This is an optimization exercise on Yosys and OpenROAD, whose aim is small area, a short achievable clock period and few clock cycles per item, not a production implementation.
The RTL was checked by simulation tests, not by an equivalence proof against the original design.
Power figures rest on the tool's default switching activity, not on a simulated workload.

Setup of run 1:
==> flow/design.v <==
`default_nettype none
package aes_pkg;
  localparam logic [7:0] RCON_INIT = 8'h01;
  localparam logic [2047:0] SBOX_TBL = {
    128'h637c777bf26b6fc53001672bfed7ab76,
    128'hca82c97dfa5947f0add4a2af9ca472c0,
    128'hb7fd9326363ff7cc34a5e5f171d83115,
    128'h04c723c31896059a071280e2eb27b275,
    128'h09832c1a1b6e5aa0523bd6b329e32f84,
    128'h53d100ed20fcb15b6acbbe394a4c58cf,
    128'hd0efaafb434d338545f9027f503c9fa8,
    128'h51a3408f929d38f5bcb6da2110fff3d2,
    128'hcd0c13ec5f974417c4a77e3d645d1973,
    128'h60814fdc222a908846eeb814de5e0bdb,
    128'he0323a0a4906245cc2d3ac629195e479,
    128'he7c8376d8dd54ea96c56f4ea657aae08,
    128'hba78252e1ca6b4c6e8dd741f4bbd8b8a,
    128'h703eb5664803f60e613557b986c11d9e,
    128'he1f8981169d98e949b1e87e9ce5528df,
    128'h8ca1890dbfe6426841992d0fb054bb16
  };
  typedef enum logic [1:0] {
    IDLE  = 2'd0,
    GEN   = 2'd1,
    DRAIN = 2'd2
  } state_t;
  function automatic logic [7:0] sbox(input logic [7:0] b);
    logic [10:0] idx;
    idx = {~b, 3'b000};
    sbox = SBOX_TBL[idx +: 8];
  endfunction
  function automatic logic [7:0] xtime(input logic [7:0] b);
    xtime = {b[6:0], 1'b0} ^ (b[7] ? 8'h1b : 8'h00);
  endfunction
  function automatic int nr_from_nk(input int nk);
    nr_from_nk = nk + 6;
  endfunction
endpackage
`default_nettype wire
`default_nettype none
module aes_subword
(
  input  logic [31:0] i_word,
  output logic [31:0] o_word
);
  for (genvar b = 0; b < 4; b++) begin : g_byte
    assign o_word[8*b +: 8] = aes_pkg::sbox(i_word[8*b +: 8]);
  end
endmodule
`default_nettype wire
`default_nettype none
module aes_key_expand (
  input  logic         clk,
  input  logic         reset,
  input  logic         start,
  input  logic [255:0] key_in,
  output logic         busy,
  output logic         rk_valid,
  input  logic         rk_ready,
  output logic [3:0]   rk_round,
  output logic [31:0]  k0_out,
  output logic [31:0]  k1_out,
  output logic [31:0]  k2_out,
  output logic [31:0]  k3_out,
  output logic         done
);
  logic [127:0] r_a, r_b;
  logic [3:0]   r_rnd;
  logic         r_busy, r_done;
  logic [31:0]  w_sub, w_temp;
  logic [7:0]   w_rcon;
  logic [31:0]  a0, a1, a2, a3;
  logic         w_adv, w_sel_load, w_sel_adv, w_sel_hold;
  logic [127:0] w_pre, w_base, w_next;
  assign a0 = r_a[127:96];
  assign a1 = r_a[95:64];
  assign a2 = r_a[63:32];
  assign a3 = r_a[31:0];
  aes_subword u_subword (
    .i_word (r_b[31:0]),
    .o_word (w_sub)
  );
  assign w_rcon = r_rnd[0] ? 8'h00 : (8'h01 << r_rnd[3:1]);
  assign w_adv = r_busy && rk_ready;
  assign w_temp = (w_adv && !r_rnd[0]) ? {w_sub[23:0], w_sub[31:24]}
                : (w_adv &&  r_rnd[0]) ? w_sub
                : 32'h0;
  assign w_pre[127:96] = a0 ^ {w_rcon, 24'h0};
  assign w_pre[95:64]  = a0 ^ a1 ^ {w_rcon, 24'h0};
  assign w_pre[63:32]  = a0 ^ a1 ^ a2 ^ {w_rcon, 24'h0};
  assign w_pre[31:0]   = a0 ^ a1 ^ a2 ^ a3 ^ {w_rcon, 24'h0};
  assign w_sel_load = !r_busy;
  assign w_sel_adv  = r_busy && rk_ready;
  assign w_sel_hold = r_busy && !rk_ready;
  assign w_base = ({128{w_sel_load}} & key_in[127:0])
                | ({128{w_sel_adv}}  & w_pre)
                | ({128{w_sel_hold}} & r_b);
  assign w_next = w_base ^ {4{w_temp}};
  always_ff @(posedge clk) begin
    r_a <= ({128{w_sel_load}} & key_in[255:128])
         | ({128{w_sel_adv}}  & r_b)
         | ({128{w_sel_hold}} & r_a);
    r_b <= w_next;
  end
  always_ff @(posedge clk) begin
    if (reset) begin
      r_busy <= 1'b0;
      r_done <= 1'b0;
      r_rnd  <= '0;
    end else begin
      r_done <= 1'b0;
      if (!r_busy) begin
        r_rnd <= '0;
        if (start)
          r_busy <= 1'b1;
      end else if (rk_ready) begin
        r_rnd <= r_rnd + 4'd1;
        if (r_rnd == 4'd14) begin
          r_busy <= 1'b0;
          r_done <= 1'b1;
        end
      end
    end
  end
  assign busy     = r_busy;
  assign rk_valid = r_busy;
  assign rk_round = r_rnd;
  assign k0_out   = a0;
  assign k1_out   = a1;
  assign k2_out   = a2;
  assign k3_out   = a3;
  assign done     = r_done;
endmodule
`default_nettype wire
`default_nettype none
module aes256_key_expand (
  input  logic         clk,
  input  logic         reset,
  input  logic         start,
  input  logic [255:0] key_in,
  output logic         busy,
  output logic         rk_valid,
  input  logic         rk_ready,
  output logic [3:0]   rk_round,
  output logic [31:0]  k0_out,
  output logic [31:0]  k1_out,
  output logic [31:0]  k2_out,
  output logic [31:0]  k3_out,
  output logic         done
);
  aes_key_expand u_core (
    .clk      (clk),
    .reset    (reset),
    .start    (start),
    .key_in   (key_in),
    .busy     (busy),
    .rk_valid (rk_valid),
    .rk_ready (rk_ready),
    .rk_round (rk_round),
    .k0_out   (k0_out),
    .k1_out   (k1_out),
    .k2_out   (k2_out),
    .k3_out   (k3_out),
    .done     (done)
  );
endmodule
`default_nettype wire
export LEC_CHECK = 0
export CAP_MARGIN = 20
export CORE_MARGIN = 2
export CORE_UTILIZATION = 40
export PLACE_DENSITY = 0.6
export SETUP_SLACK_MARGIN = 3.5
export SLEW_MARGIN = 20
export TNS_END_PERCENT = 0
create_clock -name core_clock -period 6.0 [get_ports {clk}]
standard.sh (not shown) runs the stock make flow with config.mk's settings and CLKGATE_MAP_FILE= SYNTH_SCRIPT=/design/flow/synth_recipe.tcl, a recipe that flattens the netlist after the stock synthesis.
==> flow/flow/run.sh <==
#!/bin/bash
# Layout flow: the standard ORFS flow with two changes.
#  - Synthesis runs flow/my_synth.tcl: the standard synthesis script with a
#    different ABC mapping script (flow/my_abc.script) and without Yosys's
#    half/full-adder extraction. The registers come from the same Yosys
#    passes as in the standard synthesis.
#  - Every input and output port still gets its own buffer, but buffer_ports
#    is told to use the plain buf_1 cell instead of the delay cells it picks
#    by itself.
# ORFS writes each step's full log under orfs/logs; make's own output goes to
# flow_orfs.log in this folder.
set -euo pipefail
here=$(pwd)
bash standard.sh \
  SYNTH_SCRIPT="$here/flow/my_synth.tcl" \
  BUFFER_PORTS_ARGS="-buffer_cell sky130_fd_sc_hd__buf_1" \
  finish > "$here/flow_orfs.log" 2>&1
==> flow/flow/my_abc.script <==
strash
dc2
dch
map -D 1100
topo
stime -c
buffer -c
upsize -c
dnsize -c
==> flow/flow/my_synth.tcl <==
set my_abc_script [file join [file dirname [file normalize [info script]]] my_abc.script]
proc synth {args} { yosys synth -nofsm -noshare {*}$args }
proc extract_fa {args} { puts "my_synth: extract_fa skipped" }
proc abc {args} {
  set i [lsearch -exact $args -script]
  if {$i >= 0} { lset args [expr {$i + 1}] $::my_abc_script }
  yosys abc {*}$args
}
source $::env(SCRIPTS_DIR)/synth.tcl
# left out here: clear keep_hierarchy, flatten, clean up, hide names made inside functions, write 1_2_yosys.v
Looking at the reports, run 1 completed the entire flow and the layout it produced met the timing, DRC and antenna checks.
Testbench counts of run 1, summed over its fixed seeds: cycles 3,072, keys 192.
Edits applied to the flow inputs when going from run 1 to run 2:
Settings: a change of SETUP_SLACK_MARGIN from 3.5 to 4.0; a change of CORE_UTILIZATION from 40 to 55; a change of PLACE_DENSITY from 0.6 to 0.7; a deleted TNS_END_PERCENT that had been 0.
==> flow/flow/run.sh <==
#!/bin/bash
# Layout flow: the standard ORFS flow, except that synthesis runs
# flow/my_synth.tcl (the standard synthesis script with a different ABC
# mapping script and without half/full-adder extraction). The registers are
# made by the same Yosys passes as in the standard synthesis.
# Every tool's output goes to a log file in this folder (and ORFS's own logs
# under orfs/logs).
set -euo pipefail
here=$(pwd)
bash standard.sh SYNTH_SCRIPT="$here/flow/my_synth.tcl" finish > "$here/flow_orfs.log" 2>&1
==> flow/flow/my_abc.script <==
strash
dch
map
topo
stime -c
buffer -c
upsize -c
dnsize -c
[summary]
Run 2: aborted in global routing (tool error). Changes observed in run 2 relative to run 1: simple-gate area share of the yosys netlist shows an increase of 2.8 points; synthesized-area fraction occupied by ao, oa, aoi and oai cells shows a reduction of 1.5 points; synthesized area shows an increase of 5.0%; synthesized cell count shows an increase of 6.2%; TritonCTS buffer count shows a reduction of 15%. Run 2 vs run 1, count of buffers added by post-CTS timing repair for setup went up by 1200%.
diff inputs: run 2 => run 3
Settings: clearing SETUP_SLACK_MARGIN, which used to be 4.0; swapping 0.7 for 0.6 in PLACE_DENSITY; swapping 55 for 40 in CORE_UTILIZATION.
==> comparison <==
- The final layout from run 3, which completed every stage, passed the timing, DRC and antenna checks at the end of the flow.
- Number of standard cells after synthesis delta (run 3 -> run 2): insignificant
- Against run 2, total clock buffers created by CTS in run 3 rose by more than 10%.
- Buffers inserted during post-CTS setup optimization ended up 422 lower on run 3 than on run 2.
- Summary — total placed instance area, run 3 relative to run 2: higher, by 0.82%.
- Summary of run 3 over run 2: horizontal die dimension went up by 36 um; number of rows created at floorplan went up by about 17%.
- Against run 2, run 3 comes in 15 points lower on initial core utilization.
- The placed instance count in run 3 was higher than what run 2 gave.
- Run 3 vs. run 2: final weighted congestion in routability-driven placement went down by 7.1%.
- For the maximum level of the CTS H-tree, run 3 came in 1 higher than run 2 did.
- Diff run 2 -> run 3 | post-cts repair resize count | decrease of 1994
--- input diff run 3..run 4 ---
Settings: setting SETUP_SLACK_MARGIN to 3.7 for the first time.
==> flow/flow/run.sh <==
#!/bin/bash
# Layout flow: the standard ORFS flow with two changes.
#  - Synthesis runs flow/my_synth.tcl: the standard synthesis script with a
#    different ABC mapping script (flow/my_abc.script) and without Yosys's
#    half/full-adder extraction. The registers come from the same Yosys
#    passes as in the standard synthesis.
#  - Every input and output port still gets its own buffer, but buffer_ports
#    is told to use the plain buf_1 cell instead of the delay cells it picks
#    by itself.
# ORFS writes each step's full log under orfs/logs; make's own output goes to
# flow_orfs.log in this folder.
set -euo pipefail
here=$(pwd)
bash standard.sh \
  SYNTH_SCRIPT="$here/flow/my_synth.tcl" \
  BUFFER_PORTS_ARGS="-buffer_cell sky130_fd_sc_hd__buf_1" \
  finish > "$here/flow_orfs.log" 2>&1
--- a/flow/flow/my_abc.script
+++ b/flow/flow/my_abc.script
@@ -1,0 +2 @@
+dc2
@@ -3 +4 @@
-map
+map -D 1200
Results
Looking at cell area across both flows, run 4 is the weaker of the two, with run 3 ahead.
Compared with run 3, run 4 shows a higher power dissipated in sequential cells.
Shortest clock period the worst path allows after layout (lower): run 4

========
run A:
// aes256_key_expand: RTL as listed in full above, without the edits since
Settings: LEC_CHECK=0, CAP_MARGIN=20, CORE_MARGIN=2, CORE_UTILIZATION=40, PLACE_DENSITY=0.6, SETUP_SLACK_MARGIN=3.3, SLEW_MARGIN=20; clock period 6.0 ns.
==> flow/flow/run.sh <==
#!/bin/bash
# Layout flow: the standard ORFS flow, except that synthesis runs
# flow/my_synth.tcl (the standard synthesis script with a different ABC
# mapping script and without half/full-adder extraction). The registers are
# made by the same Yosys passes as in the standard synthesis.
# Every tool's output goes to a log file in this folder (and ORFS's own logs
# under orfs/logs).
set -euo pipefail
here=$(pwd)
bash standard.sh SYNTH_SCRIPT="$here/flow/my_synth.tcl" finish > "$here/flow_orfs.log" 2>&1
==> flow/flow/my_abc.script <==
strash
dch
map
topo
stime -c
buffer -c
upsize -c
dnsize -c
Scripts as last shown in full above: flow/flow/my_synth.tcl
Run A reached the final stage; the timing, DRC and antenna checks on its layout passed.
Testbench counts of run A, summed over its fixed seeds: cycles 3,072, keys 192.
Relative to run A, the following input files were edited for run B:
Settings: SETUP_SLACK_MARGIN: 3.3 -> 3.5.
==> flow/flow/run.sh <==
#!/bin/bash
# Layout flow: the standard ORFS flow with two changes.
#  - Synthesis runs flow/my_synth.tcl: the standard synthesis script with a
#    different ABC mapping script (flow/my_abc.script) and without Yosys's
#    half/full-adder extraction. The registers come from the same Yosys
#    passes as in the standard synthesis.
#  - Every input and output port still gets its own buffer, but buffer_ports
#    is told to use the plain buf_1 cell instead of the delay cells it picks
#    by itself.
# ORFS writes each step's full log under orfs/logs; make's own output goes to
# flow_orfs.log in this folder.
set -euo pipefail
here=$(pwd)
bash standard.sh \
  SYNTH_SCRIPT="$here/flow/my_synth.tcl" \
  BUFFER_PORTS_ARGS="-buffer_cell sky130_fd_sc_hd__buf_1" \
  finish > "$here/flow_orfs.log" 2>&1
==> flow/flow/my_abc.script <==
strash
dc2
dch
map -D 1500
topo
stime -c
buffer -c
upsize -c
dnsize -c
==> comparison <==
A endpoint of the most critical setup path of u_core.r_b[95]$_DFF_P_ is what run A shows, while u_core.r_b[117]$_DFF_P_ belongs to run B. Internal power contribution: lower on run A. Summary — fraction of met3 tracks used by global routing, run B relative to run A: higher, by 3.1 points. Global-route usage was higher in run B than in run A. Changes observed in run B relative to run A: total power per unit cell area increased 190 nW/µm², average size of a mapped cell increased about 8%, number of clock buffers in the layout decreased 10, final instance count without filler cells decreased 11%. [compare] base=run A new=run B: clock share of power shrank by 8.6 points, worst hold slack fell 0.036 ns.
> inputs changed (run B -> run C)
==> flow/flow/my_abc.script <==
strash
dc2
dch
map -D 1200
topo
stime -c
buffer -c
upsize -c
dnsize -c
Notes after the runs:
Compared with run B, in run C clock power rose about 4%; register area share after synthesis fell 1.6 points; global-route usage over all layers fell 3.0 points.
Diff run B -> run C | final instance area | decrease of about 4.5%
The max-slew headroom at the worst pin reported for run C is greater than that of run B by 14 points.
In the reports for run C and run B, the smaller post-synthesis area per instance belongs to run C.
Relative to run B, the via count measured on run C has increased by a few percent.
Between run C and run B, it is run C whose share of cell area taken by flip-flops and latches is higher, by 0.83 points.
On run C: critical path depth is 1 higher than what run B gave.
Of the two values seen for startpoint of the most critical setup path, u_core.r_b[1]$_DFF_P_ was produced by run C and u_core.r_b[16]$_DFF_P_ by run B.
For static power due to leakage, run B and run C come out practically identical.
What run D does differently from run C at the input level:
Settings: a change of SETUP_SLACK_MARGIN from 3.5 to 4.0.
==> flow/flow/run.sh <==
#!/bin/bash
# Layout flow: the standard ORFS flow, except that synthesis runs
# flow/my_synth.tcl (the standard synthesis script with a different ABC
# mapping script and without half/full-adder extraction). The registers are
# made by the same Yosys passes as in the standard synthesis.
# Every tool's output goes to a log file in this folder (and ORFS's own logs
# under orfs/logs).
set -euo pipefail
here=$(pwd)
bash standard.sh SYNTH_SCRIPT="$here/flow/my_synth.tcl" finish > "$here/flow_orfs.log" 2>&1
==> flow/flow/my_abc.script <==
strash
dch
map
topo
stime -c
buffer -c
upsize -c
dnsize -c
Findings:
- The run with more setup slack is run D; run C has less.
- Run D against run C: portion of total power attributed to combinational logic increased by 6.6 points relative to the old numbers; synthesized instance count increased by 332 relative to the old numbers; die extent in x increased by 3.6% relative to the old numbers.
- Max fraction of power consumed by the clock network across run D and run C: run C
- Diff run D and run C: synthesized-area fraction occupied by xor and xnor cells higher in run C
- Routing usage on met1 was lower in the run labelled run C.
- Slowest library cell on the worst path = sky130_fd_sc_hd__a21oi_2: run D; slowest library cell on the worst path = sky130_fd_sc_hd__dfxtp_4: run C

========
## oak
Starts from the design.v that is shown in full above.
export LEC_CHECK = 0
export CAP_MARGIN = 20
export CORE_MARGIN = 2
export CORE_UTILIZATION = 40
export PLACE_DENSITY = 0.6
export SETUP_SLACK_MARGIN = 3.5
export SLEW_MARGIN = 20
create_clock -name core_clock -period 6.0 [get_ports {clk}]
==> flow/flow/run.sh <==
#!/bin/bash
# Layout flow: the standard ORFS flow, except that synthesis runs
# flow/my_synth.tcl (the standard synthesis script with a different ABC
# mapping script and without half/full-adder extraction). The registers are
# made by the same Yosys passes as in the standard synthesis.
# Every tool's output goes to a log file in this folder (and ORFS's own logs
# under orfs/logs).
set -euo pipefail
here=$(pwd)
bash standard.sh SYNTH_SCRIPT="$here/flow/my_synth.tcl" finish > "$here/flow_orfs.log" 2>&1
==> flow/flow/my_abc.script <==
strash
dc2
dch
map
topo
stime -c
buffer -c
upsize -c
dnsize -c
Scripts as last shown in full above: flow/flow/my_synth.tcl
Testbench counts of oak, summed over its fixed seeds: cycles 3,072, keys 192.
Modified inputs, pine compared to oak
Settings: changing PLACE_DENSITY from 0.6 to 0.7; setting TNS_END_PERCENT to 0 for the first time.
==> flow/flow/run.sh <==
#!/bin/bash
# Layout flow: the standard ORFS flow with two changes.
#  - Synthesis runs flow/my_synth.tcl: the standard synthesis script with a
#    different ABC mapping script (flow/my_abc.script) and without Yosys's
#    half/full-adder extraction. The registers come from the same Yosys
#    passes as in the standard synthesis.
#  - Every input and output port still gets its own buffer, but buffer_ports
#    is told to use the plain buf_1 cell instead of the delay cells it picks
#    by itself.
# ORFS writes each step's full log under orfs/logs; make's own output goes to
# flow_orfs.log in this folder.
set -euo pipefail
here=$(pwd)
bash standard.sh \
  SYNTH_SCRIPT="$here/flow/my_synth.tcl" \
  BUFFER_PORTS_ARGS="-buffer_cell sky130_fd_sc_hd__buf_1" \
  finish > "$here/flow_orfs.log" 2>&1
==> flow/flow/my_abc.script <==
strash
dc2
dch
map -D 1200
topo
stime -c
buffer -c
upsize -c
dnsize -c
Findings:
Compare pine and oak | switching fraction of total power lower: oak. Relative to oak, layout overhead on the synthesized area decreased by 13 points in pine. The higher total power came out of oak.
Relative to pine, the following input files were edited for birch:
Settings: changing PLACE_DENSITY from 0.7 to 0.6; changing SETUP_SLACK_MARGIN from 3.5 to 3.0; removing TNS_END_PERCENT (formerly 0).
==> flow/flow/run.sh <==
#!/bin/bash
# Layout flow: the standard ORFS flow, except that synthesis runs
# flow/my_synth.tcl (the standard synthesis script with a different ABC
# mapping script and without half/full-adder extraction). The registers are
# made by the same Yosys passes as in the standard synthesis.
# Every tool's output goes to a log file in this folder (and ORFS's own logs
# under orfs/logs).
set -euo pipefail
here=$(pwd)
bash standard.sh SYNTH_SCRIPT="$here/flow/my_synth.tcl" finish > "$here/flow_orfs.log" 2>&1
==> flow/flow/my_abc.script <==
strash
dch
map
topo
stime -c
buffer -c
upsize -c
dnsize -c
--- outcome ---
birch ends up with a power after layout that is 7.6% lower than in pine. Maximum clock path buffer count: birch vs pine identical. Of the two candidates, pine has the better total vias in the final route and birch the worse one.
Relative to birch, the following input files were edited for maple:
Settings: SETUP_SLACK_MARGIN now 3.7, was 3.0.
==> flow/flow/my_abc.script <==
strash
dc2
dch
map
topo
stime -c
buffer -c
upsize -c
dnsize -c
--- outcome ---
maple has total design power above what birch had.
When maple is measured against birch, its number of levels in the clock H-tree turns out 1 lower.
The final design utilization number comes out higher for maple vs birch.
Taking birch as the reference, in maple critical path depth shows an increase of 2; final critical-path required period shows a reduction of 0.47 ns; area of all sequential standard cells shows an increase of 5.7%; portion of total power attributed to the clock network shows a reduction of 6.1 points.
maple reports a higher via count than birch does.
Buffer levels on the longest clock path came out exactly the same in birch and maple.
maple vs birch, slowest cell on the critical path: dfxtp_4 vs inv_2

==> what the ideal ports hide <==
How much do the figures lean on ideal ports? The routed layouts below were timed once more, with nothing changed but the port constraints. Step 1 (the two cells are an assumption about what drives the block):
set clk [get_ports {clk}]
set_driving_cell -lib_cell sky130_fd_sc_hd__clkbuf_16 $clk
set_driving_cell -lib_cell sky130_fd_sc_hd__buf_2 [delete_from_list [all_inputs] $clk]
Step 2 also shifts input and output timing later by t, the mid clock arrival at the registers, as if the neighbouring blocks saw the same clock. Three values: ideal, step 1, step 2; two values: the first two.
| run | shift t [ns] | slack for setup (ns) | worst register clock-pin slew, ns |
|---|---|---|---|
| run 1 | 0.605 | 3.372 / 3.372 / 2.895 | 0.06 / 0.06 |
| run 3 | 0.629 | 1.947 / 1.947 / 1.837 | 0.07 / 0.07 |
| run 4 | 0.677 | 3.475 / 3.475 / 2.962 | 0.07 / 0.07 |
| run A | 0.639 | 3.248 / 3.248 / 2.961 | 0.07 / 0.07 |
| run B | 0.621 | 2.512 / 2.512 / 2.512 | 0.08 / 0.08 |
| run C | 0.673 | 3.399 / 3.399 / 2.931 | 0.07 / 0.07 |
| run D | 0.683 | 3.444 / 3.444 / 3.043 | 0.07 / 0.07 |
| oak | 0.625 | 3.462 / 3.439 / 2.884 | 0.08 / 0.08 |
| pine | 0.659 | 3.429 / 3.421 / 2.885 | 0.07 / 0.07 |
| birch | 0.634 | 2.920 / 2.920 / 2.483 | 0.07 / 0.07 |
| maple | 0.655 | 3.394 / 3.394 / 3.073 | 0.06 / 0.06 |
After both steps every run listed still meets setup and hold. The setup slack of oak, which loses most, moves by -0.023 ns with the drivers and by -0.578 ns with both steps.
